What follows belongs to an exercise in optimizing a design on an open flow for small area, a short achievable clock period and few clock cycles per item; a production flow would make more cautious choices. Function was checked by simulation only, so behaviour that the tests miss may differ from the original.

## flow/design.v (module list and top-level ports; edited modules follow where they fit)
// module exp_fx_mul: 24 lines
// module exp_taylor_seq: 3603 lines
module exp_taylor_seq (
  input  logic        clk,
  input  logic        rst_n,
  input  logic        in_valid,
  output logic        in_ready,
  input  logic [31:0] in_data,
  output logic        out_valid,
  input  logic        out_ready,
  output logic [31:0] out_data
);
  // ...
==> flow/flow/run.sh <==
#!/bin/bash
set -euo pipefail
MARGIN=$(cat flow/margin.txt)
R=$PWD/orfs/results/$FLOW_PLATFORM/exp_taylor_seq/base
bash standard.sh "$R/1_2_yosys.v" > flow_synth.log 2>&1
python3 flow/polar.py "$R/1_2_yosys.v" > flow_polar.log 2>&1
bash standard.sh SETUP_SLACK_MARGIN=$MARGIN finish > flow_make.log 2>&1
==> flow/flow/margin.txt <==
7.0
==> flow/flow/polar.py <==
#!/usr/bin/env python3
"""Removes inverters around full-adder cells in a Yosys netlist (in place).

A full adder is self-dual: FA(~a, ~b, ~c) = (~sum, ~cout). Yosys maps the design with
`abc -fast` before it extracts adders, so many sky130 fa cells end up with inverters on
their inputs or outputs. This pass flips an adder (takes its inputs from the other side
of their inverters and lets its outputs carry the complement) whenever that removes more
inverters than it adds, and repeats until no flip helps. Registers are not touched.
Usage: polar.py netlist.v
"""
import re
import sys

path = sys.argv[1]
text = open(path).read()

m_first = re.search(r"^\s*sky130_fd_sc_hd__\w+\s+\S+\s*\(", text, re.M)
head = text[: m_first.start()]
body = text[m_first.start():]
end = body.rindex("endmodule")
tail = body[end:]
body = body[:end]

cell_re = re.compile(r"\s*(sky130_fd_sc_hd__\w+)\s+(\S+)\s*\((.*?)\);", re.S)
pin_re = re.compile(r"\.(\w+)\(\s*([^()]*?)\s*\)")

cells = {}
order = []
pos = 0
for m in cell_re.finditer(body):
    assert body[pos:m.start()].strip() == "", body[pos:m.start()][:200]
    pos = m.end()
    typ, name, pins = m.group(1), m.group(2), m.group(3)
    pd = {}
    for p, n in pin_re.findall(pins):
        assert "{" not in n and "," not in n, n
        pd[p] = n.strip()
    cells[name] = [typ, pd]
    order.append(name)
assert body[pos:].strip() == ""

OUTP = {"X", "Y", "Q", "Q_N", "SUM", "COUT", "HI", "LO"}
ports = set()
for m in re.finditer(r"^\s*output\s+(\[(\d+):(\d+)\]\s+)?(\w+);", head, re.M):
    if m.group(1):
        for i in range(int(m.group(3)), int(m.group(2)) + 1):
            ports.add(f"{m.group(4)}[{i}]")
    else:
        ports.add(m.group(4))

driver = {}
loads = {}
for c, (t, pd) in cells.items():
    for p, n in pd.items():
        if p in OUTP:
            driver[n] = (c, p)
        else:
            loads.setdefault(n, set()).add((c, p))


def is_inv(c):
    return c in cells and re.match(r"sky130_fd_sc_hd__(clk)?inv_\d+$", cells[c][0]) is not None


def connect(c, p, n):
    old = cells[c][1][p]
    if p in OUTP:
        if driver.get(old) == (c, p):
            del driver[old]
        driver[n] = (c, p)
    else:
        loads[old].discard((c, p))
        loads.setdefault(n, set()).add((c, p))
    cells[c][1][p] = n


def remove(c):
    for p, n in cells[c][1].items():
        if p in OUTP:
            if driver.get(n) == (c, p):
                del driver[n]
        else:
            loads[n].discard((c, p))
    del cells[c]


uid = [0]
new_nets = []


def new_net():
    uid[0] += 1
    n = f"_polar_n{uid[0]}_"
    new_nets.append(n)
    return n


def add_inv(a, y):
    uid[0] += 1
    c = f"_polar_i{uid[0]}_"
    cells[c] = ["sky130_fd_sc_hd__inv_1", {"A": a, "Y": y}]
    order.append(c)
    loads.setdefault(a, set()).add((c, "A"))
    driver[y] = (c, "Y")
    return c


def inv_of(n):
    """An existing inverter whose input is n."""
    for c, p in loads.get(n, ()):
        if is_inv(c) and p == "A":
            return c
    return None


def gain(f):
    pd = cells[f][1]
    g = 0
    need_new = set()
    ins = [pd[p] for p in ("A", "B", "CIN")]
    for n in set(ins):
        k = ins.count(n)
        d = driver.get(n)
        if d and is_inv(d[0]):
            others = [l for l in loads.get(n, ()) if l[0] != f]
            if not others and n not in ports:
                g += 1
        elif inv_of(n) is None:
            need_new.add(n)
    g -= len(need_new)
    for p in ("SUM", "COUT"):
        o = pd[p]
        inv_l = [c for c, q in loads.get(o, ()) if is_inv(c)]
        other = [l for l in loads.get(o, ()) if not is_inv(l[0])]
        g += len(inv_l)
        if other or o in ports:
            g -= 1
    return g


def flip(f):
    pd = cells[f][1]
    for p in ("A", "B", "CIN"):
        n = pd[p]
        d = driver.get(n)
        if d and is_inv(d[0]):
            inv = d[0]
            m = cells[inv][1]["A"]
            connect(f, p, m)
            if not loads.get(n) and n not in ports:
                remove(inv)
        else:
            inv = inv_of(n)
            if inv is None:
                y = new_net()
                add_inv(n, y)
                connect(f, p, y)
            else:
                connect(f, p, cells[inv][1]["Y"])
    for p in ("SUM", "COUT"):
        o = pd[p]
        inv_l = [c for c, q in list(loads.get(o, ())) if is_inv(c)]
        other = [l for l in loads.get(o, ()) if not is_inv(l[0])]
        if inv_l:
            keep = inv_l[0]
            u = cells[keep][1]["Y"]
            remove(keep)
            connect(f, p, u)
            for c in inv_l[1:]:
                uk = cells[c][1]["Y"]
                remove(c)
                for (lc, lp) in list(loads.get(uk, ())):
                    connect(lc, lp, u)
                if uk in ports:
                    raise Exception("inverter drives a port")
            if other or o in ports:
                add_inv(u, o)
        else:
            if other or o in ports:
                nn = new_net()
                connect(f, p, nn)
                add_inv(nn, o)


before = sum(1 for c in cells if is_inv(c))
total = 0
for it in range(20):
    changed = 0
    for f in list(order):
        if f in cells and cells[f][0].startswith("sky130_fd_sc_hd__fa_"):
            if gain(f) > 0:
                flip(f)
                changed += 1
    total += changed
    if not changed:
        break
# an inverter behind a lone xor2/xnor2 output: swap the gate for its complement instead
COMP = {"sky130_fd_sc_hd__xor2_1": "sky130_fd_sc_hd__xnor2_1", "sky130_fd_sc_hd__xnor2_1": "sky130_fd_sc_hd__xor2_1"}
swapped = 0
for c in list(order):
    if c not in cells or not is_inv(c):
        continue
    n = cells[c][1]["A"]
    d = driver.get(n)
    if not d or cells[d[0]][0] not in COMP or n in ports:
        continue
    if loads.get(n) != {(c, "A")}:
        continue
    g = d[0]
    y = cells[c][1]["Y"]
    remove(c)
    newpin = "Y" if d[1] == "X" else "X"
    del driver[n]
    pd = cells[g][1]
    del pd[d[1]]
    pd[newpin] = y
    driver[y] = (g, newpin)
    cells[g][0] = COMP[cells[g][0]]
    swapped += 1
print(f"polar: swapped {swapped} xor/xnor gates for their inverters")
after = sum(1 for c in cells if is_inv(c))
print(f"polar: flipped {total} adders, inverters {before} -> {after}")

used = set()
for c, (t, pd) in cells.items():
    used.update(pd.values())


def fmt(n):
    return n + " " if n.startswith("\\") else n


hl = []
for line in head.rstrip("\n").split("\n"):
    mw = re.match(r"^\s*wire\s+(\\\S+\s|\w+)\s*;\s*$", line)
    if mw and mw.group(1).strip() not in used and mw.group(1).strip() not in ports:
        continue
    hl.append(line)
out = ["\n".join(hl)]
for n in new_nets:
    if n in used:
        out.append(f"  wire {n};")
for c in order:
    if c not in cells:
        continue
    t, pd = cells[c]
    pins = ",\n".join(f"    .{p}({fmt(n)})" for p, n in pd.items())
    out.append(f"  {t} {c} (\n{pins}\n  );")
out.append(tail)
open(path, "w").write("\n".join(out))
==> flow/standard.sh <==
#!/bin/bash
# synth_recipe.tcl (not shown) runs the flow's synth.tcl, then flattens the netlist and writes it again
# the make line also repeats each setting of config.mk as NAME=value (left out here)
make -C /OpenROAD-flow-scripts/flow DESIGN_CONFIG=/design/flow/config.mk WORK_HOME=/design/flow/orfs CLKGATE_MAP_FILE= SYNTH_SCRIPT=/design/flow/synth_recipe.tcl "${@:-finish}"
==> flow/config.mk <==
export PLATFORM = sky130hd
export DESIGN_NAME = exp_taylor_seq
export DESIGN_NICKNAME = exp_taylor_seq
export VERILOG_FILES = /design/flow/design.v
export SDC_FILE = /design/flow/constraint.sdc
export NUM_CORES = 4
export LEC_CHECK = 0
export CAP_MARGIN = 20
export CORE_MARGIN = 2
export CORE_UTILIZATION = 55
export CTS_BUF_LIST = sky130_fd_sc_hd__clkbuf_8
export CTS_CLUSTER_SIZE = 20
export SLEW_MARGIN = 20
==> flow/constraint.sdc <==
create_clock -name core_clock -period 11.0 [get_ports {clk}]
set_input_delay 2.2000 -clock core_clock [delete_from_list [all_inputs] [get_ports {clk}]]
set_output_delay 2.2000 -clock core_clock [all_outputs]
set_load 0.01 [all_outputs]
==> flow_summary.toml, run 1 <==
[cells_and_area]
final_common_cell = "a22oi_1"
seq_area_mm2 = 0.0122
inv_count = 321
seq-cell-share_pct = 24.0
clockBufferCount = 125
fin_util_pct = 59.6
design_area_mm2 = 0.0508
layout_common_cells = "a22oi_1 (670), fa_1 (566), xor2_1 (527), dfxtp_1 (450), inv_1 (348)"
multi_input_area_share_pct = 63.6

[die]
core_region_area_mm2 = 0.0851
tap_cells = 1144
initial_core_util_pct = 55.5

[clocking]
numClockSinks = 571
cts_buffers = 101
cts_setup_buffers = 1
clk_pin_slew_ns = 0.06

[setup_path]
crit_end = "zr0_q[35]"
worstPathRequired_ns = 11.66
cp-startpoint = "z_neg[5]"

[global_routing]
grt-busiest-layer = "met2"
grt_max_degree = 73
grt_util_met2_pct = 57.2

[logic_synthesis]
syn-cell-area_mm2 = 0.0473
syn-num-nets = 5459
avgSynthCellArea_um2 = 10.1

[drt]
vias = 35913
drt_iter0_markers = 3664
wl_per_cell_um = 27.8
wl_mm = 159

[hold_path]
hp-class = "reg -> reg"

[sta]
setup_tns_ns = 0
finalCritPeriodShare_pct = 35.7

[run_status]
status = "complete, no violations"
Testbench counts, summed over its fixed seeds: cycles 6,120, items 320.
==> inputs of run 2 (changes only) <==
--- a/flow/design.v
+++ b/flow/design.v
@@ -57,16 +57,18 @@
   logic [31:0] z0, z1, z3;
   logic [4:0]  k0, k1, k2, k3;
   logic [1:0]  t0, t1, t2, t3;
   logic        v0, v1, v2, v3;
   logic        d0, d1, d2, d3;
   logic        fin3;
   logic [47:0] rr0_q, rr0_d;
   logic [47:0] rr1_q, rr1_d;
+  logic [15:0] rlo_s;
+  logic        rlo_c, rlo_q;
   logic [47:0] zr0_q, zr0_d;
   logic [47:0] zr1_q, zr1_d;
   logic [47:0] zr2_q, zr2_d;
   logic [1:0]  ein, eout;
   logic        ov1;
   logic [31:0] q1;
   logic [7:0]  r_one, r_two, r_neg;
   logic [15:0] z_one, z_two, z_neg, zo_d, zt_d, zn_d;
@@ -2685,17 +2687,18 @@
   assign {rc724, rs723} = {1'b0, rs559} + rs637 + rc636;
   assign {rc726, rs725} = {1'b0, rc560} + rs639 + rc638;
   assign {rc728, rs727} = {1'b0, rc562} + rs641 + rc640;
   assign {rc730, rs729} = {1'b0, rpp269} + rs643 + rc642;
   assign {rc732, rs731} = {1'b0, rpp238} + rpp270 + rc644;
   assign {rc734, rs733} = {1'b0, 1'b1} + rpp271;
   assign rr0_d = {rpp272, rs733, rs731, rs729, rs727, rs725, rs723, rs721, rs719, rs717, rs715, rs713, rs711, rs709, rs707, rs705, rs703, rs701, rs699, rs697, rs695, rs693, rs691, rs689, rs687, rs685, rs683, rs681, rs679, rs677, rs675, rs673, rs671, rs669, rs667, rs665, rs663, rs661, rs659, rs657, rs655, rs653, rs651, rs649, rs647, rs645, rpp2, r_neg[0]};
   assign rr1_d = {rc734, rc732, rc730, rc728, rc726, rc724, rc722, rc720, rc718, rc716, rc714, rc712, rc710, rc708, rc706, rc704, rc702, rc700, rc698, rc696, rc694, rc692, rc690, rc688, rc686, rc684, rc682, rc680, rc678, rc676, rc674, rc672, rc670, rc668, rc666, rc664, rc662, rc660, rc658, rc656, rc654, rc652, rc650, rc648, rc646, rpp35, 1'b0, rpp1};
-  assign rsum = rr0_q + rr1_q;
+  assign {rlo_c, rlo_s} = {1'b0, rr0_d[15:0]} + rr1_d[15:0];
+  assign rsum = {rr0_q[47:16] + rr1_q[47:16] + {31'd0, rlo_q}, 16'd0};
   assign zpp735 = ((z_one[0] & y2[0]) ^ z_neg[0]);
   assign zpp736 = (((z_one[0] & y2[1]) | (z_two[0] & y2[0])) ^ z_neg[0]);
   assign zpp737 = (((z_one[0] & y2[2]) | (z_two[0] & y2[1])) ^ z_neg[0]);
   assign zpp738 = (((z_one[0] & y2[3]) | (z_two[0] & y2[2])) ^ z_neg[0]);
   assign zpp739 = (((z_one[0] & y2[4]) | (z_two[0] & y2[3])) ^ z_neg[0]);
   assign zpp740 = (((z_one[0] & y2[5]) | (z_two[0] & y2[4])) ^ z_neg[0]);
   assign zpp741 = (((z_one[0] & y2[6]) | (z_two[0] & y2[5])) ^ z_neg[0]);
   assign zpp742 = (((z_one[0] & y2[7]) | (z_two[0] & y2[6])) ^ z_neg[0]);
@@ -3628,18 +3631,19 @@
     x0 <= free ? in_data : xr;
     z0 <= free ? in_data : ((fin3 & ~d3) ? xr : z3);
     k0 <= free ? 5'd20 : k_dec;
     r_one <= free ? 8'h7f : rd_one;
     r_two <= free ? 8'h00 : rd_two;
     r_neg <= free ? 8'h2a : rd_neg;
     t0 <= free ? ein : t3;
     d0 <= free ? 1'b0 : (d3 | fin3);
-    rr0_q <= rr0_d;
-    rr1_q <= rr1_d;
+    rr0_q[47:16] <= rr0_d[47:16];
+    rr1_q[47:16] <= rr1_d[47:16];
+    rlo_q <= rlo_c;
     z1 <= z0; k1 <= k0; t1 <= t0; d1 <= d0;
     y2 <= rsum[47:16];
     z_one <= zo_d; z_two <= zt_d; z_neg <= zn_d; k2 <= k1; t2 <= t1; d2 <= d1;
     zr0_q <= zr0_d;
     zr1_q <= zr1_d;
     zr2_q <= zr2_d;
     z3 <= z2dec; k3 <= k2; t3 <= t2; d3 <= d2; fin3 <= fin2;
     if (!hold_q0) out_data <= ov1 ? q1 : res;
==> flow/flow/margin.txt (replaced) <==
7.25
==> flow_summary.toml, run 2 <==
[run_status]
status = "complete, no violations"

[place]
dp.cells = 5266
io_buffers = 69
place_congestion = 0.941
detailed_place_hpwl_mm = 101

[sta]
rsz0062_at_grt = "yes"
setup_tns_ns = 0
finalCritPeriodShare_pct = 34.5
worstMarginPinSlew_ns = 1.15
hold_viol_final = 0
relSlewSlack_pct = 22.5
finalSetupViolCount = 0
period_needed_ns = 3.79
skew_ns = 0.0532
timing.fmax_ghz = 0.264
finalMaxSlewViolations = 0

[drt]
drtAntennaViolNets = 0
wl_per_cell_um = 27.9
wl_mm = 153
drc = 0
drt_iter0_markers = 3830
vias = 34764
vias_per_cell = 6.33
first_pass_iters = 7

[clocking]
ctsHoldBuffers = 0
cts_buffers = 96
ctsLongestPathBuffers = 3
numClockSinks = 541
clk_pin_slew_ns = 0.08
cts_tree = "yes"
clk_latency_ns = 0.77
clock_tree.root_cell = "clkbuf_8"
htreeDepth = 3

[cells_and_area]
final_nets = 5129
layout_common_cells = "a22oi_1 (655), fa_1 (563), xor2_1 (507), dfxtp_1 (397), inv_1 (339)"
largest_reg_flops = 48
area_growth_pct = 11.7
nFillCells = 6867
fin_util_pct = 62.0
final_common_cell = "a22oi_1"
seq_area_mm2 = 0.0117
multiInputGateArea_mm2 = 0.0315
largest_register = "zr0_q"
reg_top3 = "zr0_q (48), zr1_q (47), zr2_q (45)"
stdcell_count = 5494
drive_above_1_share_pct = 11.1

[hold_path]
hold_depth = 0
hp-class = "reg -> reg"

[die]
core.rowCount = 105
initial_core_util_pct = 55.5
die_w_um = 292
die_y_um = 292
io_pins = 70
die_area_mm2 = 0.0850
core_region_area_mm2 = 0.0820

[global_routing]
grt_antenna_before_repair = 8
grt_pass1_wl_mm = 225
grt_max_degree = 67
gr-total-overflow = 0
grt_pass1_vias = 35342
groute.usage.overall_pct = 35.2

[logic_synthesis]
syn-num-nets = 5243
synth_cells = 4456
avgSynthCellArea_um2 = 10.2
syn-cell-area_mm2 = 0.0455
ys_warn_count = 1

[setup_path]
cp-start-kind = "register"
critPathKind = "reg -> reg"
path_max_fanout = 33
worstPathRequired_ns = 11.65
reg2regPathDepth = 13
crit_arrival_ns = 4.45
cp-end-kind = "register"

[run]
cap_violations = 0
## run 2: per-stage QoR
step	instance area (µm²)	hold WS [ns]	setup slack (ns)
6_report	50800	0.309	7.21
5_1_grt	50800	0.327	7.05
4_1_cts	49600	0.317	7.05
3_5_place_dp	46700	0.312	6.53
3_3_place_gp	46700	0.310	6.54
2_1_floorplan	45500	0.310	6.99
## run 2: routing by layer
metal  wire length (µm)  track usage (%)  share of wire (%)  up-vias
li1                   -                -                  -    14891
met1              58800             45.5                 38    17400
met2              68800             54.5                 45     1985
met3              15400             7.74                 10      476
met4              10400             20.7                6.8       12
met5                 71                0              0.046        -
## run 2: path summary, 6_finish.rpt
| path | start | endpoint | slack, ns |
|---|---|---|---|
| max reg2reg | r_one[2] | rlo_q | 7.21 |
| min in group asynchronous | rst_n | eout[0] | 1.77 |
| min | z0[20] | z1[20] | 0.31 |
| max in group asynchronous | rst_n | ein[0] | 8.90 |
| min reg2reg | z0[20] | z1[20] | 0.31 |
| max | r_one[2] | rlo_q | 7.21 |
## run 2: critical path, stage by stage, from the launching register on
cell and delay, ns:
dfxtp_1 0.33, buf_8 0.24, a22oi_2 0.13, xor2_1 0.17, fa_1 0.48, fa_1 0.56, fa_1 0.43, fa_1 0.52
inv_1 0.05, ha_1 0.32, nand2_1 0.11, nor2_4 0.06, a221oi_2 0.19, o21ai_1 0.09
## run 2: area by class of cell
class | count | area share [%]
clock inverter | 64 | 1.25
timing repair buffer | 228 | 5.55
sequential | 541 | 23.0
clock buffer | 115 | 3.12
inverter | 315 | 2.34
antenna | 1 | 0.00493
multi-input combinational | 3160 | 62.1
tap | 1070 | 2.64
## run 2: what timing repair did
item,CTS,global route
resized for setup,163,178
setup buffers,7,25
endpoints found under the setup margin,115,81
endpoints found under the hold margin,0,0
pin swaps,3,23
gates cloned,5,11
Testbench counts of run 2, summed over its fixed seeds: cycles 6,120, items 320.
==> inputs of run 3 (changes only) <==
==> flow/flow/margin.txt (replaced) <==
7.0
--- a/flow/config.mk
+++ b/flow/config.mk
@@ -7,7 +7,7 @@
 export LEC_CHECK = 0
 export CAP_MARGIN = 20
 export CORE_MARGIN = 2
-export CORE_UTILIZATION = 55
+export CORE_UTILIZATION = 60
 export CTS_BUF_LIST = sky130_fd_sc_hd__clkbuf_8
 export CTS_CLUSTER_SIZE = 20
 export SLEW_MARGIN = 20
==> flow_summary.toml, run 3 <==
[place]
detailed_place_hpwl_mm = 97.1
dp.cells = 5156
io_buffers = 69
place_congestion = 0.933

[sta]
finalSetupViolCount = 0
setup_tns_ns = 0
worstMarginPinSlew_ns = 1.20
period_needed_ns = 3.96
rsz0062_at_grt = "yes"
relSlewSlack_pct = 19.3
finalCritPeriodShare_pct = 36.0
finalMaxSlewViolations = 0
skew_ns = 0.0423
hold_viol_final = 0
timing.fmax_ghz = 0.252

[cells_and_area]
stdcell_count = 5327
layout_common_cells = "a22oi_1 (662), fa_1 (566), xor2_1 (513), dfxtp_1 (416), inv_1 (339)"
largest_register = "zr0_q"
area_growth_pct = 7.77
reg_top3 = "zr0_q (48), zr1_q (47), zr2_q (45)"
final_nets = 5073
drive_above_1_share_pct = 8.54
final_common_cell = "a22oi_1"
largest_reg_flops = 48

[drt]
drt_iter0_markers = 3698
first_pass_iters = 9
wl_mm = 142
drc = 0
vias = 34275
vias_per_cell = 6.43
wl_per_cell_um = 26.6
drtAntennaViolNets = 0

[die]
core_region_area_mm2 = 0.0747
die_y_um = 279
die_area_mm2 = 0.0780
initial_core_util_pct = 60.9
die_w_um = 279
core.rowCount = 100
io_pins = 70

[clocking]
cts_buffers = 91
ctsLongestPathBuffers = 3
clock_tree.root_cell = "clkbuf_8"
htreeDepth = 3
cts_tree = "yes"
clk_pin_slew_ns = 0.06
numClockSinks = 541
clk_latency_ns = 0.74

[global_routing]
gr-total-overflow = 0
grt_pass1_wl_mm = 216
grt_max_degree = 67
grt_antenna_before_repair = 4
groute.usage.overall_pct = 36.5
grt_pass1_vias = 35234

[setup_path]
crit_arrival_ns = 4.60
worstPathRequired_ns = 11.64
path_delay_family = "adder cells"
cp-start-kind = "register"
slowest_delay_ns = 1.03
path_cells = "a22oi_1 > xor2_1 > ha_1 > fa_1 > fa_1 > inv_1 > ha_1 > nand2_1 > nor2_2 > o211ai_1 > o21ai_1"
path_max_fanout = 16
critPathKind = "reg -> reg"
cp_slowest_cell = "dfxtp_1"
cp-end-kind = "register"
path_buf_inv = 1

[run]
cap_violations = 0

[logic_synthesis]
syn-cell-area_mm2 = 0.0455
synth_cells = 4456
syn-num-nets = 5243
avgSynthCellArea_um2 = 10.2
ys_warn_count = 1

[run_status]
status = "complete, no violations"

[hold_path]
hp-class = "reg -> reg"
==> run 3: layer usage <==
metal	track usage (%)	up-vias	part of all wire, %
met5	0	-	0.042
met4	18.5	8	5.3
met3	7.53	400	9.8
met2	57.3	1923	46
met1	48.1	17165	39
li1	-	14779	-
==> run 3: path summary, 6_finish.rpt <==
check / start / to / slack, ns / depth (start not counted)
min reg2reg: z0[26] / z1[26] / 0.30 / 0
max reg2reg: x0[15] / rlo_q / 7.04 / 11
max: x0[15] / rlo_q / 7.04 / 11
min: z0[26] / z1[26] / 0.30 / 0
min in group asynchronous: rst_n / ov1 / 1.81 / 1
max in group asynchronous: rst_n / out_valid / 8.81 / 1
==> run 3: metrics by stage <==
| step | util [%] | worst slack [ns] | cell area, µm² | hold slack (ns) |
|---|---|---|---|---|
| after CTS | 65.0 | 6.85 | 48600 | 0.294 |
| after global routing | 65.6 | 6.84 | 49000 | 0.306 |
| after detailed placement | 62.3 | 6.59 | 46600 | 0.312 |
| after floorplan | - | 6.99 | 45500 | 0.310 |
| final | 65.6 | 7.04 | 49000 | 0.296 |
| after global placement | 62.3 | 6.71 | 46600 | 0.310 |
==> run 3: cell type report <==
| cell class | count | area, µm² |
|---|---|---|
| clock inverter | 54 | 392 |
| inverter | 315 | 1190 |
| tap | 969 | 1210 |
| multi-input combinational | 3160 | 31300 |
| antenna | 2 | 5.00 |
| timing repair buffer | 177 | 1780 |
| fill | 6081 | 25700 |
| clock buffer | 109 | 1500 |
| sequential | 541 | 11600 |
==> run 3: worst reg2reg max path: cells and delay by family (launching register included) <==
| kind | cells | cell delay (ns) |
|---|---|---|
| adders and majority gates | 4 | 1.71 |
| AOI/OAI and AO/OA | 3 | 0.58 |
| DFF | 1 | 1.03 |
| xor gates and xnor gates | 1 | 0.28 |
| buffers and inverters | 1 | 0.05 |
| and+or+nand+nor | 2 | 0.24 |
==> run 3: what timing repair did <==
action,in CTS,in global routing
hold buffers,0,0
pin swaps,1,7
setup endpoints to repair,46,29
gates resized for setup,39,97
gates cloned,0,2
setup buffers,2,2
==> inputs of run 4 (changes only) <==
--- a/flow/config.mk
+++ b/flow/config.mk
@@ -7,7 +7,5 @@
 export LEC_CHECK = 0
 export CAP_MARGIN = 20
 export CORE_MARGIN = 2
-export CORE_UTILIZATION = 60
-export CTS_BUF_LIST = sky130_fd_sc_hd__clkbuf_8
-export CTS_CLUSTER_SIZE = 20
+export CORE_UTILIZATION = 40
 export SLEW_MARGIN = 20
==> flow_summary.toml, run 4 <==
[sta]
period_needed_ns = 3.97
rsz0062_at_grt = "yes"
relSlewSlack_pct = 25.0
timing.fmax_ghz = 0.252
setup_tns_ns = 0
setup_ws_ns = 7.03
skew_ns = 0.0452
worstMarginPinSlew_ns = 1.12
finalMaxSlewViolations = 0
hold_slack_ns = 0.318
hold_viol_final = 0
finalCritPeriodShare_pct = 36.0
finalSetupViolCount = 0

[clocking]
clock_tree.root_cell = "clkbuf_16"
clk_latency_ns = 0.68
clk_pin_slew_ns = 0.06
numClockSinks = 541
ctsLongestPathBuffers = 3
cts_buffers = 61
htreeDepth = 2
cts_tree = "yes"

[cells_and_area]
final_common_cell = "a22oi_1"
largest_register = "zr0_q"
nFillCells = 10682
design_area_mm2 = 0.0497
reg_top3 = "zr0_q (48), zr1_q (47), zr2_q (45)"
stdcell_count = 5805
layout_common_cells = "a22oi_1 (664), fa_1 (567), xor2_1 (514), dfxtp_1 (423), inv_1 (314)"
fin_util_pct = 44.1
largest_reg_flops = 48
final_nets = 5037
drive_above_1_share_pct = 7.25
area_growth_pct = 9.29

[global_routing]
grt_antenna_before_repair = 0
grt_max_degree = 83
groute.usage.overall_pct = 24.5
grt_pass1_vias = 35049
gr-total-overflow = 0
grt_pass1_wl_mm = 219

[die]
die_y_um = 341
core_region_area_mm2 = 0.113
core.rowCount = 123
io_pins = 70
die_area_mm2 = 0.116
initial_core_util_pct = 40.4
die_w_um = 341

[hold_path]
hold_depth = 0
hp-class = "reg -> reg"
min-delay-start = "k0[0]"
whs_endpoint = "k1[0]"

[place]
placed_area_mm2 = 0.0472
dp_worst_setup_slack_ns = 6.62
io_buffers = 69
place_congestion = 0.907
dp.cells = 5683
detailed_place_hpwl_mm = 97.8

[setup_path]
path_buf_inv = 2
crit_path_frequent_cell = "fa_1"
cp_slowest_cell = "dfxtp_2"
ff2ff_setup_slack_ns = 7.03
reg2regPathDepth = 8
path_cells = "buf_8 > xor2_1 > fa_1 > fa_1 > fa_1 > fa_1 > fa_1 > inv_1"
worstPathRequired_ns = 11.58
path_delay_family = "adder cells"
slowest_delay_ns = 0.66
crit_arrival_ns = 4.54
critPathKind = "reg -> reg"
path_max_fanout = 25
r2r_start = "z_neg[7]"
r2r_end = "zr0_q[34]"
cp-start-kind = "register"
cp-end-kind = "register"
cp-startpoint = "z_neg[7]"

[run_status]
status = "complete, no violations"

[logic_synthesis]
ys_warn_count = 1
avgSynthCellArea_um2 = 10.2
synth_cells = 4456
syn-cell-area_mm2 = 0.0455
syn-num-nets = 5243

[drt]
vias_per_cell = 5.85
drc = 0
vias = 33933
wl_per_cell_um = 24.7
wl_mm = 144
drt_iter0_markers = 3357
first_pass_iters = 8
drtAntennaViolNets = 0

[run]
cap_violations = 0
-- run 4: what timing repair did --
item                                    in CTS  in global routing
cloned                                       2                  0
buffers inserted                             1                  1
hold buffers                                 0                  0
endpoints found under the setup margin      31                 32
gates resized for setup                     46                 50
pin swaps                                    2                  5
-- run 4: worst max-delay path by stage --
stage                     slack [ns]   endpoint  cells past startpoint
final                           7.03  zr0_q[34]                      8
after CTS                       6.93      rlo_q                     14
after global placement          6.64      rlo_q                     13
after floorplan                 6.99      rlo_q                     15
after detailed placement        6.62      rlo_q                     13
after global routing            6.85      rlo_q                     15
-- run 4: metal layers --
| metal | track usage, % | part of all wire (%) | up-vias |
|---|---|---|---|
| met2 | 38.1 | 45 | 1816 |
| met3 | 4.31 | 8.8 | 433 |
| met5 | 0 | 0 | - |
| met1 | 32.8 | 40 | 16985 |
| li1 | - | - | 14699 |
| met4 | 12.8 | 6.2 | 0 |
-- run 4: layout make-up --
cell class                 count  area (µm²)  area share, %
antenna                        3        7.51         0.0151
clock buffer                  91        1810           3.64
clock inverter                24         335          0.674
inverter                     315        1180           2.38
multi-input combinational   3160       31200           62.8
sequential                   541       11600           23.3
tap                         1500        1880           3.77
timing repair buffer         171        1690           3.40
-- run 4: worst register-to-register path: cells and delay by family (launching register included) --
kind	cells	cell delay, ns
xor+xnor	1	0.27
fa+ha+maj	5	2.52
buf+inv	2	0.43
flops	1	0.66
==> inputs of run 5 (changes only) <==
==> flow/flow/margin.txt (replaced) <==
7.4
--- a/flow/config.mk
+++ b/flow/config.mk
@@ -7,5 +7,7 @@
 export LEC_CHECK = 0
 export CAP_MARGIN = 20
 export CORE_MARGIN = 2
-export CORE_UTILIZATION = 40
+export CORE_UTILIZATION = 60
+export CTS_BUF_LIST = sky130_fd_sc_hd__clkbuf_4 sky130_fd_sc_hd__clkbuf_8
+export CTS_CLUSTER_SIZE = 20
 export SLEW_MARGIN = 20
==> flow_summary.toml, run 5 <==
[sta]
rsz0062_at_grt = "yes"
period_needed_ns = 3.80
setup_ws_ns = 7.20
timing.fmax_ghz = 0.263
finalCritPeriodShare_pct = 34.6
finalMaxSlewViolations = 0
setup_tns_ns = 0
hold_viol_final = 0
finalSetupViolCount = 0
relSlewSlack_pct = 24.7
skew_ns = 0.0554
worstMarginPinSlew_ns = 1.12

[global_routing]
grt_pass1_vias = 35519
grt_max_degree = 83
gr-total-overflow = 0
grt_pass1_wl_mm = 225
grt_antenna_before_repair = 8
groute.usage.overall_pct = 38.5

[setup_path]
ff2ff_setup_slack_ns = 7.20
critPathKind = "reg -> reg"
cp-end-kind = "register"
r2r_start = "r_one[0]"
reg2regPathDepth = 15
cp-start-kind = "register"
path_max_fanout = 6
crit_arrival_ns = 4.42
worstPathRequired_ns = 11.62
r2r_end = "rlo_q"

[logic_synthesis]
synth_cells = 4456
syn-cell-area_mm2 = 0.0455
avgSynthCellArea_um2 = 10.2
syn-num-nets = 5243
ys_warn_count = 1

[clocking]
htreeDepth = 3
cts_buffers = 93
clk_latency_ns = 0.76
clock_tree.root_cell = "clkbuf_8"
clk_pin_slew_ns = 0.08
ctsLongestPathBuffers = 3
cts_tree = "yes"
numClockSinks = 541
ctsHoldBuffers = 0

[hold_path]
min-delay-start = "z0[16]"
hp-class = "reg -> reg"
whs_endpoint = "z1[16]"
hold_depth = 0

[cells_and_area]
stdcell_count = 5445
final_common_cell = "a22oi_1"
layout_common_cells = "a22oi_1 (631), fa_1 (542), xor2_1 (508), dfxtp_1 (384), inv_1 (308)"
drive_above_1_share_pct = 15.3
fin_util_pct = 69.6
final_nets = 5181
largest_register = "zr0_q"
area_growth_pct = 14.3
reg_top3 = "zr0_q (48), zr1_q (47), zr2_q (45)"
largest_reg_flops = 48

[place]
place_congestion = 0.908
io_buffers = 69
detailed_place_hpwl_mm = 93.8
dp_worst_setup_slack_ns = 6.64
dp.cells = 5152

[run]
cap_violations = 0

[drt]
vias_per_cell = 6.50
drc = 0
first_pass_iters = 6
wl_per_cell_um = 28.0
drt_iter0_markers = 4524
drtAntennaViolNets = 0
vias = 35413
wl_mm = 152

[die]
die_y_um = 279
die_w_um = 279
core_region_area_mm2 = 0.0747
initial_core_util_pct = 60.9
die_area_mm2 = 0.0780
core.rowCount = 100
io_pins = 70

[run_status]
status = "complete, no violations"
run 5: through the flow:
| stage | cell area (µm²) | hold WS [ns] |
|---|---|---|
| 3_5_place_dp | 46500 | 0.312 |
| 6_report | 52000 | 0.314 |
| 2_1_floorplan | 45600 | 0.310 |
| 5_1_grt | 52000 | 0.324 |
| 4_1_cts | 50600 | 0.314 |
| 3_3_place_gp | 46500 | 0.310 |
run 5: routing by layer:
metal	vias to the layer above	wire length, µm	track usage [%]
met5	-	54	0
met2	2387	64500	55.7
met1	17426	58500	51.4
li1	15014	-	-
met4	8	11300	24.6
met3	578	18100	10.0
run 5: critical path: stages, from the launching register on:
cell,delay (ns)
dfxtp_4,0.36
buf_12,0.14
a22oi_2,0.23
xnor2_2,0.15
fa_1,0.46
fa_2,0.38
inv_2,0.07
fa_1,0.42
fa_1,0.49
inv_1,0.04
ha_1,0.28
nor2b_1,0.13
o21ai_1,0.12
nand2b_1,0.08
a221oi_2,0.25
o21ai_1,0.10
run 5: worst max path at each step:
| stage | from | end | slack, ns | cells after the start |
|---|---|---|---|---|
| 2_1_floorplan | r_neg[1] | rlo_q | 6.99 | 15 |
| 3_3_place_gp | x0[10] | rlo_q | 6.73 | 14 |
| 3_5_place_dp | x0[10] | rlo_q | 6.64 | 14 |
| 4_1_cts | r_one[5] | rlo_q | 7.12 | 14 |
| 5_1_grt | r_one[5] | rlo_q | 7.01 | 14 |
| 6_report | r_one[0] | rlo_q | 7.20 | 15 |
run 5: repair_timing:
| item | CTS | global route |
|---|---|---|
| setup endpoints to repair | 147 | 98 |
| resized for setup | 346 | 190 |
| gates cloned | 22 | 10 |
| setup buffers | 34 | 50 |
| pin swaps | 30 | 105 |
run 5: cell type report:
class / instances / area [µm²]
well taps: 969 / 1210
multi-input cells: 3160 / 32000
flip-flops and latches: 541 / 11700
diodes: 4 / 10.0
fillers: 5714 / 22700
inverters: 315 / 1190
clock buffers: 127 / 1620
repair buffers: 283 / 3770
clock inverters: 46 / 493

separate check: timing with driven ports:
No port has a modelled driver above. Below, the same layouts with a new extraction and two added sets of constraints.
Step 1: set_driving_cell puts a clkbuf_16 on clk and a buf_2 on each other input, an assumption about the parent block.
Step 2 times the ports against the registers' clock, not the clock port: input delays grow and output delays shrink by t, the midpoint of the rising clock arrivals with the driver on.
Slacks: ideal ports / drivers / drivers and shift; pairs: ideal ports / drivers.
| run | shift t [ns] | slack for setup (ns) | worst data-port slew with drivers (ns) |
|---|---|---|---|
| run 1 | 0.814 | 7.073 / 7.026 / 7.073 | 0.06 |
| run 2 | 0.803 | 7.206 / 7.206 / 7.206 | 0.07 |
| run 3 | 0.782 | 7.038 / 7.010 / 7.038 | 0.08 |
| run 4 | 0.730 | 7.035 / 6.993 / 7.035 | 0.08 |
| run 5 | 0.798 | 7.197 / 7.197 / 7.197 | 0.07 |
After both steps every run listed still meets setup and hold.
